From an optimization exercise on the open Yosys and OpenROAD flow, aimed at small area, a short achievable clock period and few clock cycles per item; shortcuts taken in it are not production practice. RTL that was checked went through simulation tests only; none was proved equivalent to the original. Power figures rest on the tool's default switching activity, not on a simulated workload.

// cpu_top
module cpu_top #(
    parameter int inst_addr_w = 8
) (
    input  wire                     clk,
    input  wire                     rst_n,
    input  wire [data_w-1:0]        inst_rdata,
    input  wire [data_w-1:0]        data_rdata,
    output logic [inst_addr_w-1:0]  inst_addr,
    output logic [data_addr_w-1:0]  data_addr,
    output logic [data_w-1:0]       data_wdata,
    output logic                    data_we,
    output logic                    io_stall
);
    logic              i_valid;
    logic              d_valid;
    logic              d_stall;      
    logic [pc_w-1:0]   d_btgt;
    logic [data_w-1:0] ir;
    logic              e_valid;
    logic [data_w-1:0] e_a;
    logic [data_w-1:0] e_b;
    logic [pc_w-1:0]   e_addr;
    logic [pc_w-1:0]   e_btgt;
    logic              e_writes;
    logic [3:0]        e_wd;
    logic              e_alu;
    logic              e_sub;
    logic              e_slt;
    logic              e_load;
    logic              e_mult;
    logic              e_beq;
    logic              w_we;
    logic [3:0]        w_rd;
    logic              w_load;
    logic              w_mult;
    logic [data_w-1:0] w_res;
    logic              stall_q;
    logic              we_q;
    logic              redirect;
    logic              hz_i;
    logic              jump_i;
    logic              beq_self_i;
    logic [pc_w-1:0]   jump_pc_i;
    logic [pc_w-1:0]   btgt_i;       
    logic [2:0]        opc_i;
    logic              i_reads_rs;
    logic              i_reads_rt;
    logic              d_late;
    assign opc_i      = inst_rdata[15:13];
    assign beq_self_i = (opc_i == op_beq) && (inst_rdata[12:9] == inst_rdata[8:5]);
    assign jump_i     = i_valid && ((opc_i == op_jump) || beq_self_i);
    assign btgt_i     = inst_addr + {{3{inst_rdata[4]}}, inst_rdata[4:0]};
    assign jump_pc_i  = beq_self_i ? btgt_i : inst_rdata[7:0];
    assign i_reads_rs = (opc_i <= op_store) || ((opc_i == op_beq) && !beq_self_i);
    assign i_reads_rt = (opc_i != op_load) && i_reads_rs;
    assign hz_i = i_valid && d_late && !redirect &&
  ...
Size in the first run: about 68 I/O pins.
==> flow/config.mk <==
export PLATFORM = sky130hd
export DESIGN_NAME = cpu_top
export DESIGN_NICKNAME = cpu_top
export VERILOG_FILES = /design/flow/design.v
export SDC_FILE = /design/flow/constraint.sdc
export NUM_CORES = 4
export LEC_CHECK = 0
export CAP_MARGIN = 20
export CORE_MARGIN = 2
export CORE_UTILIZATION = 40
export SLEW_MARGIN = 20
==> flow/constraint.sdc <==
create_clock -name core_clock -period 10.0 [get_ports {clk}]
set_input_delay 2.0000 -clock core_clock [delete_from_list [all_inputs] [get_ports {clk}]]
set_output_delay 2.0000 -clock core_clock [all_outputs]
set_load 0.01 [all_outputs]
standard.sh (not shown) runs the stock make flow with config.mk's settings and CLKGATE_MAP_FILE= SYNTH_SCRIPT=/design/flow/synth_recipe.tcl, a recipe that flattens the netlist after the stock synthesis.
==> flow/flow/run.sh <==
#!/bin/bash
# Standard layout, with timing repair aiming below the clock period: the
# repair steps treat any path with less than SETUP_SLACK_MARGIN ns of slack
# as failing, so they keep improving the paths past the 10 ns constraint.
cp standard.sh standard.sh.txt
cp config.mk config.mk.txt
export SETUP_SLACK_MARGIN=7
export TNS_END_PERCENT=0
bash standard.sh > standard.log 2>&1
Testbench counts at the start, summed over its fixed seeds: cycles 60,777, instrs 50,571.
Then changed:
--- a/flow/design.v
+++ b/flow/design.v
@@ -576,57 +576,36 @@
     );
     assign e_fwd  = e_valid && e_writes && e_alu;
     assign hit_ea = e_fwd && (e_wd == d_rs);
     assign hit_eb = e_fwd && (e_wd == d_rt);
     assign hit_wa = w_we && (w_rd == d_rs);
     assign hit_wb = w_we && (w_rd == d_rt);
     assign d_a = hit_ea ? alu_out : hit_wa ? w_data : rf_a;
     assign d_b = hit_eb ? alu_out : hit_wb ? w_data : rf_b;
     assign redirect = e_valid && e_beq && e_eq;
-    logic [7:0] imm8;
-    logic [7:0] imm8_p1;
-    logic [7:0] bx8;
-    logic [7:0] cs_s;
-    logic [7:0] cs_c;
-    logic [7:0] addr_sum;
-    logic [7:0] addr_e;
     logic [7:0] addr_d;
-    logic       e_lt;
-    assign imm8    = {{3{ir[4]}}, ir[4:0]};
-    assign imm8_p1 = imm8 + 8'd1;
-    assign bx8     = e_b[7:0] ^ {8{e_sub}};
-    assign cs_s    = e_a[7:0] ^ bx8 ^ imm8;
-    assign cs_c    = (e_a[7:0] & bx8) | (e_a[7:0] & imm8) | (bx8 & imm8);
-    assign e_lt    = alu_out[0];
-    pfx_add #(.W(8)) u_addr_e_add (
-        .a   (cs_s),
-        .b   ({cs_c[6:0], 1'b0}),
-        .cin (e_sub),
-        .sum (addr_sum)
-    );
-    assign addr_e = e_slt ? (e_lt ? imm8_p1 : imm8) : addr_sum;
-    pfx_add #(.W(8)) u_addr_d_add (
-        .a   (hit_wa ? w_data[7:0] : rf_a[7:0]),
-        .b   (imm8),
+    pfx_add #(.W(8)) u_addr_add (
+        .a   (d_a[7:0]),
+        .b   ({{3{ir[4]}}, ir[4:0]}),
         .cin (1'b0),
         .sum (addr_d)
     );
     assign d_go     = d_valid && !d_stall && !redirect;
     always_ff @(posedge clk or negedge rst_n) begin
         if (!rst_n)
             e_valid <= 1'b0;
         else
             e_valid <= d_go;
     end
     always_ff @(posedge clk) begin
         e_a      <= d_a;
         e_b      <= d_b;
-        e_addr   <= hit_ea ? addr_e : addr_d;
+        e_addr   <= addr_d;
         e_btgt   <= d_btgt;
         e_writes <= d_writes;
         e_wd     <= d_wd;
         e_alu    <= d_alu;
         e_sub    <= d_sub;
         e_slt    <= d_slt;
         e_load   <= d_load;
         e_mult   <= d_mult;
         e_beq    <= d_beq && (d_rs != d_rt);
Result: Count of clock-buffer cells in the layout went down by 1; wire length drops by a few percent; core utilization shrinks by 2.9 points; sequential share of layout area grows by 2.9 points; via count decreases by a few percent; hold slack gains 0.0065 ns; global-route usage falls by 1.0 points; first-iteration DRC count drops by about a fifth; non-clock buffer count came out lower by 64; power went down by a few percent; die area goes down by a few percent; clock power stays flat.
The RTL of the second run of this note was laid out without a check of its function.


cpu_top, a different RTL version from the one above (not shown whole).
Size: roughly 420 flip-flops, roughly 68 I/O pins, about 24000 µm² of cells after synthesis.
export LEC_CHECK = 0
export CAP_MARGIN = 20
export CORE_MARGIN = 2
export CORE_UTILIZATION = 40
export SLEW_MARGIN = 20
create_clock -name core_clock -period 10.0 [get_ports {clk}]
==> flow/flow/run.sh <==
#!/bin/bash
# Standard layout with two changes:
# - timing repair aims below the clock period: the repair steps treat any
#   path with less than SETUP_SLACK_MARGIN ns of slack as failing, so they
#   keep improving the worst path past the 10 ns constraint (TNS_END_PERCENT
#   0: only the worst path, which sets the achieved period);
# - the port buffers are plain buf_2 cells rather than the delay cell that
#   buffer_ports picks by default.
cp standard.sh standard.sh.txt
cp config.mk config.mk.txt
export SETUP_SLACK_MARGIN=7
export TNS_END_PERCENT=0
export BUFFER_PORTS_ARGS="-buffer_cell sky130_fd_sc_hd__buf_2"
bash standard.sh > standard.log 2>&1
Next try:
--- a/flow/design.v
+++ b/flow/design.v
@@ -470,59 +470,62 @@
     logic              jump_i;
     logic              beq_self_i;
     logic [pc_w-1:0]   jump_pc_i;
     logic [pc_w-1:0]   btgt_i;       
     logic [2:0]        opc_i;
     logic              i_reads_rs;
     logic              i_reads_rt;
     logic              d_late;
     assign opc_i      = inst_rdata[15:13];
     assign beq_self_i = (opc_i == op_beq) && (inst_rdata[12:9] == inst_rdata[8:5]);
     assign jump_i     = i_valid && ((opc_i == op_jump) || beq_self_i);
-    assign btgt_i     = inst_addr + {{3{inst_rdata[4]}}, inst_rdata[4:0]};
+    logic [5:0] btgt_lo;
+    logic [2:0] pc_hi;
+    logic [2:0] pc_hi_p1;
+    logic [2:0] pc_hi_m1;
+    assign btgt_lo  = {1'b0, inst_addr[4:0]} + {1'b0, inst_rdata[4:0]};
+    assign pc_hi    = inst_addr[7:5];
+    assign pc_hi_p1 = pc_hi + 3'd1;
+    assign pc_hi_m1 = pc_hi - 3'd1;
+    assign btgt_i   = {(btgt_lo[5] == inst_rdata[4]) ? pc_hi : btgt_lo[5] ? pc_hi_p1 : pc_hi_m1,
+                       btgt_lo[4:0]};
     assign jump_pc_i  = beq_self_i ? btgt_i : inst_rdata[7:0];
     assign i_reads_rs = (opc_i <= op_store) || ((opc_i == op_beq) && !beq_self_i);
     assign i_reads_rt = (opc_i != op_load) && i_reads_rs;
-    logic i_ldst;
-    logic e_ldw;
-    assign i_ldst = (opc_i == op_load) || (opc_i == op_store);
-    assign e_ldw  = e_valid && e_load;
-    assign hz_i = !redirect &&
-                  ((i_valid && d_late &&
-                    ((i_reads_rs && (inst_rdata[12:9] == ir_wd)) ||
-                     (i_reads_rt && (inst_rdata[8:5] == ir_wd)))) ||
-                   (i_valid && i_ldst && e_ldw && (inst_rdata[12:9] == e_wd)) ||
-                   (d_valid && d_stall && (d_load || d_store) && e_ldw && (d_rs == e_wd)));
+    assign hz_i = i_valid && d_late && !redirect &&
+                  ((i_reads_rs && (inst_rdata[12:9] == ir_wd)) ||
+                   (i_reads_rt && (inst_rdata[8:5] == ir_wd)));
     logic [3:0] ir_wd;
     pc_unit u_pc_unit (
         .clk         (clk),
         .rst_n       (rst_n),
         .redirect    (redirect),
         .redirect_pc (e_btgt),
         .hold        (hz_i),
         .jump        (jump_i && !redirect),
         .jump_pc     (jump_pc_i),
         .pc          (inst_addr)
     );
     always_ff @(posedge clk or negedge rst_n) begin
         if (!rst_n)
             i_valid <= 1'b0;
         else
             i_valid <= !(redirect || hz_i || jump_i);
     end
     always_ff @(posedge clk or negedge rst_n) begin
         if (!rst_n) begin
             d_valid <= 1'b0;
             d_stall <= 1'b0;
         end else begin
-            d_valid <= (d_stall ? d_valid : i_valid) && !redirect;
+            if (!d_stall)
+                d_valid <= i_valid && !redirect;
             d_stall <= hz_i;
         end
     end
     always_ff @(posedge clk) begin
         if (!d_stall) begin
             ir   <= inst_rdata;
             d_btgt <= btgt_i;
         end
     end
     logic                 d_reads_rs;
     logic                 d_reads_rt;
@@ -536,23 +539,22 @@
     logic                 d_store;
     logic                 d_beq;
     logic [3:0]           d_rs;
     logic [3:0]           d_rt;
     logic [data_w-1:0]    rf_a;
     logic [data_w-1:0]    rf_b;
     logic [data_w-1:0]    d_a;
     logic [data_w-1:0]    d_b;
     logic [data_w-1:0]    alu_out;
     logic [data_w-1:0]    product;
     logic [data_w-1:0]    w_data;
-    logic [data_w-1:0]    w_alu_mul;
     logic                 e_eq;
     logic                 e_fwd;      
     logic                 hit_ea;
     logic                 hit_eb;
     logic                 hit_wa;
     logic                 hit_wb;
     logic                 d_go;       
     assign d_rs  = ir[12:9];
     assign d_rt  = ir[8:5];
     assign ir_wd = d_wd;
     cpu_control u_cpu_control (
@@ -604,23 +606,23 @@
     assign cs_s    = e_a[7:0] ^ bx8 ^ imm8;
     assign cs_c    = (e_a[7:0] & bx8) | (e_a[7:0] & imm8) | (bx8 & imm8);
     assign e_lt    = alu_out[0];
     pfx_add #(.W(8)) u_addr_e_add (
         .a   (cs_s),
         .b   ({cs_c[6:0], 1'b0}),
         .cin (e_sub),
         .sum (addr_sum)
     );
     assign addr_e = e_slt ? (e_lt ? imm8_p1 : imm8) : addr_sum;
     pfx_add #(.W(8)) u_addr_d_add (
-        .a   ((hit_wa && !w_load) ? w_alu_mul[7:0] : rf_a[7:0]),
+        .a   (hit_wa ? w_data[7:0] : rf_a[7:0]),
         .b   (imm8),
         .cin (1'b0),
         .sum (addr_d)
     );
     assign d_go     = d_valid && !d_stall && !redirect;
     always_ff @(posedge clk or negedge rst_n) begin
         if (!rst_n)
             e_valid <= 1'b0;
         else
             e_valid <= d_go;
     end
@@ -665,15 +667,14 @@
         if (!rst_n)
             w_we <= 1'b0;
         else
             w_we <= e_valid && e_writes;
     end
     always_ff @(posedge clk) begin
         w_rd   <= e_wd;
         w_load <= e_load;
         w_mult <= e_mult;
         w_res  <= alu_out;
     end
-    assign w_alu_mul = w_mult ? product : w_res;
-    assign w_data    = w_load ? data_rdata : w_alu_mul;
+    assign w_data = w_load ? data_rdata : w_mult ? product : w_res;
 endmodule
 `default_nettype wire
What happened: The new run went through all stages and came out clean; combinational power decreases by a few percent; area after synthesis decreases slightly; power decreases by a few percent; count of clock-buffer cells in the layout stays the same; worst hold slack barely changes; final cell count decreases by a few percent; cell area decreases by a few percent; clock power decreases by a little under a tenth.
Function was not checked in any run of this note: the RTL went through the layout flow alone.


Another version of the RTL of cpu_top (not shown whole).
For scale: ~68 I/O pins.
// cpu_top
module cpu_top #(
    parameter int inst_addr_w = 8
) (
    input  wire                     clk,
    input  wire                     rst_n,
    input  wire [data_w-1:0]        inst_rdata,
    input  wire [data_w-1:0]        data_rdata,
    output logic [inst_addr_w-1:0]  inst_addr,
    output logic [data_addr_w-1:0]  data_addr,
    output logic [data_w-1:0]       data_wdata,
    output logic                    data_we,
    output logic                    io_stall
);
export LEC_CHECK = 0
export CAP_MARGIN = 20
export CORE_MARGIN = 2
export CORE_UTILIZATION = 60
export CTS_CLUSTER_DIAMETER = 100
export CTS_CLUSTER_SIZE = 24
export SLEW_MARGIN = 20
create_clock -name core_clock -period 10.0 [get_ports {clk}]
==> flow/flow/run.sh <==
#!/bin/bash
# Standard layout with two changes:
# - timing repair aims below the clock period: the repair steps treat any
#   path with less than SETUP_SLACK_MARGIN ns of slack as failing, so they
#   keep improving the worst path past the 10 ns constraint (TNS_END_PERCENT
#   0: only the worst path, which sets the achieved period);
# - the port buffers are plain buf_2 cells rather than the delay cell that
#   buffer_ports picks by default.
cp standard.sh standard.sh.txt
cp config.mk config.mk.txt
export SETUP_SLACK_MARGIN=6.4
export TNS_END_PERCENT=0
export BUFFER_PORTS_ARGS="-buffer_cell sky130_fd_sc_hd__buf_2"
bash standard.sh > standard.log 2>&1
Change:
--- a/flow/design.v
+++ b/flow/design.v
@@ -448,24 +448,21 @@
     output logic                    io_stall
 );
     logic              i_valid;
     logic              d_valid;
     logic              d_stall;      
     logic [pc_w-1:0]   d_btgt;
     logic [data_w-1:0] ir;
     logic              e_valid;
     logic [data_w-1:0] e_a;
     logic [data_w-1:0] e_b;
-    logic [4:0]        e_alo;        
-    logic              e_ac;         
-    logic [2:0]        e_ahi;        
-    logic [2:0]        e_ahi1;       
+    logic [pc_w-1:0]   e_addr;
     logic [pc_w-1:0]   e_btgt;
     logic              e_writes;
     logic [3:0]        e_wd;
     logic              e_alu;
     logic              e_sub;
     logic              e_slt;
     logic              e_load;
     logic              e_mult;
     logic              e_beq;
     logic              w_we;
@@ -481,30 +478,21 @@
     logic              beq_self_i;
     logic [pc_w-1:0]   jump_pc_i;
     logic [pc_w-1:0]   btgt_i;       
     logic [2:0]        opc_i;
     logic              i_reads_rs;
     logic              i_reads_rt;
     logic              d_late;
     assign opc_i      = inst_rdata[15:13];
     assign beq_self_i = (opc_i == op_beq) && (inst_rdata[12:9] == inst_rdata[8:5]);
     assign jump_i     = i_valid && ((opc_i == op_jump) || beq_self_i);
-    logic [5:0] btgt_lo;
-    logic [2:0] pc_hi;
-    logic [2:0] pc_hi_p1;
-    logic [2:0] pc_hi_m1;
-    assign btgt_lo  = {1'b0, inst_addr[4:0]} + {1'b0, inst_rdata[4:0]};
-    assign pc_hi    = inst_addr[7:5];
-    assign pc_hi_p1 = pc_hi + 3'd1;
-    assign pc_hi_m1 = pc_hi - 3'd1;
-    assign btgt_i   = {(btgt_lo[5] == inst_rdata[4]) ? pc_hi : btgt_lo[5] ? pc_hi_p1 : pc_hi_m1,
-                       btgt_lo[4:0]};
+    assign btgt_i     = inst_addr + {{3{inst_rdata[4]}}, inst_rdata[4:0]};
     assign jump_pc_i  = beq_self_i ? btgt_i : inst_rdata[7:0];
     assign i_reads_rs = (opc_i <= op_store) || ((opc_i == op_beq) && !beq_self_i);
     assign i_reads_rt = (opc_i != op_load) && i_reads_rs;
     assign hz_i = i_valid && d_late && !redirect &&
                   ((i_reads_rs && (inst_rdata[12:9] == ir_wd)) ||
                    (i_reads_rt && (inst_rdata[8:5] == ir_wd)));
     logic [3:0] ir_wd;
     pc_unit u_pc_unit (
         .clk         (clk),
         .rst_n       (rst_n),
@@ -601,56 +589,52 @@
     assign d_a = hit_ea ? alu_out : hit_wa ? w_data : rf_a;
     assign d_b = hit_eb ? alu_out : hit_wb ? w_data : rf_b;
     assign redirect = e_valid && e_beq && e_eq;
     logic [7:0] imm8;
     logic [7:0] imm8_p1;
     logic [7:0] bx8;
     logic [7:0] cs_s;
     logic [7:0] cs_c;
     logic [7:0] addr_sum;
     logic [7:0] addr_e;
+    logic [7:0] addr_d;
     logic       e_lt;
     assign imm8    = {{3{ir[4]}}, ir[4:0]};
     assign imm8_p1 = imm8 + 8'd1;
     assign bx8     = e_b[7:0] ^ {8{e_sub}};
     assign cs_s    = e_a[7:0] ^ bx8 ^ imm8;
     assign cs_c    = (e_a[7:0] & bx8) | (e_a[7:0] & imm8) | (bx8 & imm8);
     assign e_lt    = alu_out[0];
     pfx_add #(.W(8)) u_addr_e_add (
         .a   (cs_s),
         .b   ({cs_c[6:0], 1'b0}),
         .cin (e_sub),
         .sum (addr_sum)
     );
     assign addr_e = e_slt ? (e_lt ? imm8_p1 : imm8) : addr_sum;
-    logic [7:0] base_d;
-    logic [5:0] addr_lo;
-    logic [2:0] addr_hi;
-    logic [2:0] addr_hi1;
-    assign base_d   = hit_wa ? w_data[7:0] : rf_a[7:0];
-    assign addr_lo  = {1'b0, base_d[4:0]} + {1'b0, ir[4:0]};
-    assign addr_hi  = ir[4] ? base_d[7:5] - 3'd1 : base_d[7:5];
-    assign addr_hi1 = ir[4] ? base_d[7:5] : base_d[7:5] + 3'd1;
+    pfx_add #(.W(8)) u_addr_d_add (
+        .a   (hit_wa ? w_data[7:0] : rf_a[7:0]),
+        .b   (imm8),
+        .cin (1'b0),
+        .sum (addr_d)
+    );
     assign d_go     = d_valid && !d_stall && !redirect;
     always_ff @(posedge clk or negedge rst_n) begin
         if (!rst_n)
             e_valid <= 1'b0;
         else
             e_valid <= d_go;
     end
     always_ff @(posedge clk) begin
         e_a      <= d_a;
         e_b      <= d_b;
-        e_alo    <= hit_ea ? addr_e[4:0] : addr_lo[4:0];
-        e_ac     <= !hit_ea && addr_lo[5];
-        e_ahi    <= hit_ea ? addr_e[7:5] : addr_hi;
-        e_ahi1   <= addr_hi1;
+        e_addr   <= hit_ea ? addr_e : addr_d;
         e_btgt   <= d_btgt;
         e_writes <= d_writes;
         e_wd     <= d_wd;
         e_alu    <= d_alu;
         e_sub    <= d_sub;
         e_slt    <= d_slt;
         e_load   <= d_load;
         e_mult   <= d_mult;
         e_beq    <= d_beq && (d_rs != d_rt);
     end
@@ -668,21 +652,21 @@
         if (!rst_n) begin
             stall_q <= 1'b1;
             we_q    <= 1'b0;
         end else begin
             stall_q <= !d_go;
             we_q    <= d_go && d_store;
         end
     end
     assign io_stall   = stall_q;
     assign data_we    = we_q;
-    assign data_addr  = {e_ac ? e_ahi1 : e_ahi, e_alo};
+    assign data_addr  = e_addr;
     assign data_wdata = e_b;
     always_ff @(posedge clk or negedge rst_n) begin
         if (!rst_n)
             w_we <= 1'b0;
         else
             w_we <= e_valid && e_writes;
     end
     always_ff @(posedge clk) begin
         w_rd   <= e_wd;
         w_load <= e_load;
Setup slack is worse by 0.022 ns.
Clock power climbs by about 7%.
Sequential cell count falls by 4.
First-iteration DRC count rose by 22%.
Sequential share of layout area went down by 2.9 points.
Maximum frequency goes down by 0.57%.
Combinational power went up by 8.4%.
Function was not checked in any run of this note: the RTL went through the layout flow alone.

[port drivers added, routing unchanged]
In the flow no input, the clock included, has a driving cell. The finished layouts below were timed again as built, in two steps.
Step 1 sets driving cells, clkbuf_16 on the clock port and buf_2 on the other inputs (assumed; they add their load-dependent delay and slew).
Step 2 adds t to the input delays and takes it off the output delays; t is the mean of the earliest and latest rising clock arrival at the registers after step 1. Input paths then give back, and output paths get back, about the clock's delay inside the block.
Slacks: ideal / step 1 / step 2; pairs: ideal / step 1.
run | t, ns | setup slack, ns | latest minus earliest clock arrival (ns) | worst slew at a driven data input, ns | pins driven straight from the clock port
the first run of note 1 | 0.633 | 6.408 / 6.370 / 5.806 | 0.021 / 0.021 | 0.05 | 1
the second run of note 1 | 0.641 | 5.745 / 5.745 / 5.141 | 0.013 / 0.013 | 0.05 | 1
the first run of note 2 | 0.653 | 6.353 / 6.353 / 5.789 | 0.058 / 0.058 | 0.05 | 1
the second run of note 2 | 0.643 | 6.215 / 6.254 / 5.611 | 0.034 / 0.035 | 0.05 | 1
the first run of note 3 | 0.610 | 6.124 / 6.124 / 5.654 | 0.038 / 0.038 | 0.05 | 1
the second run of note 3 | 0.621 | 6.101 / 6.101 / 5.609 | 0.032 / 0.032 | 0.05 | 1
After both steps every run listed still meets setup and hold.
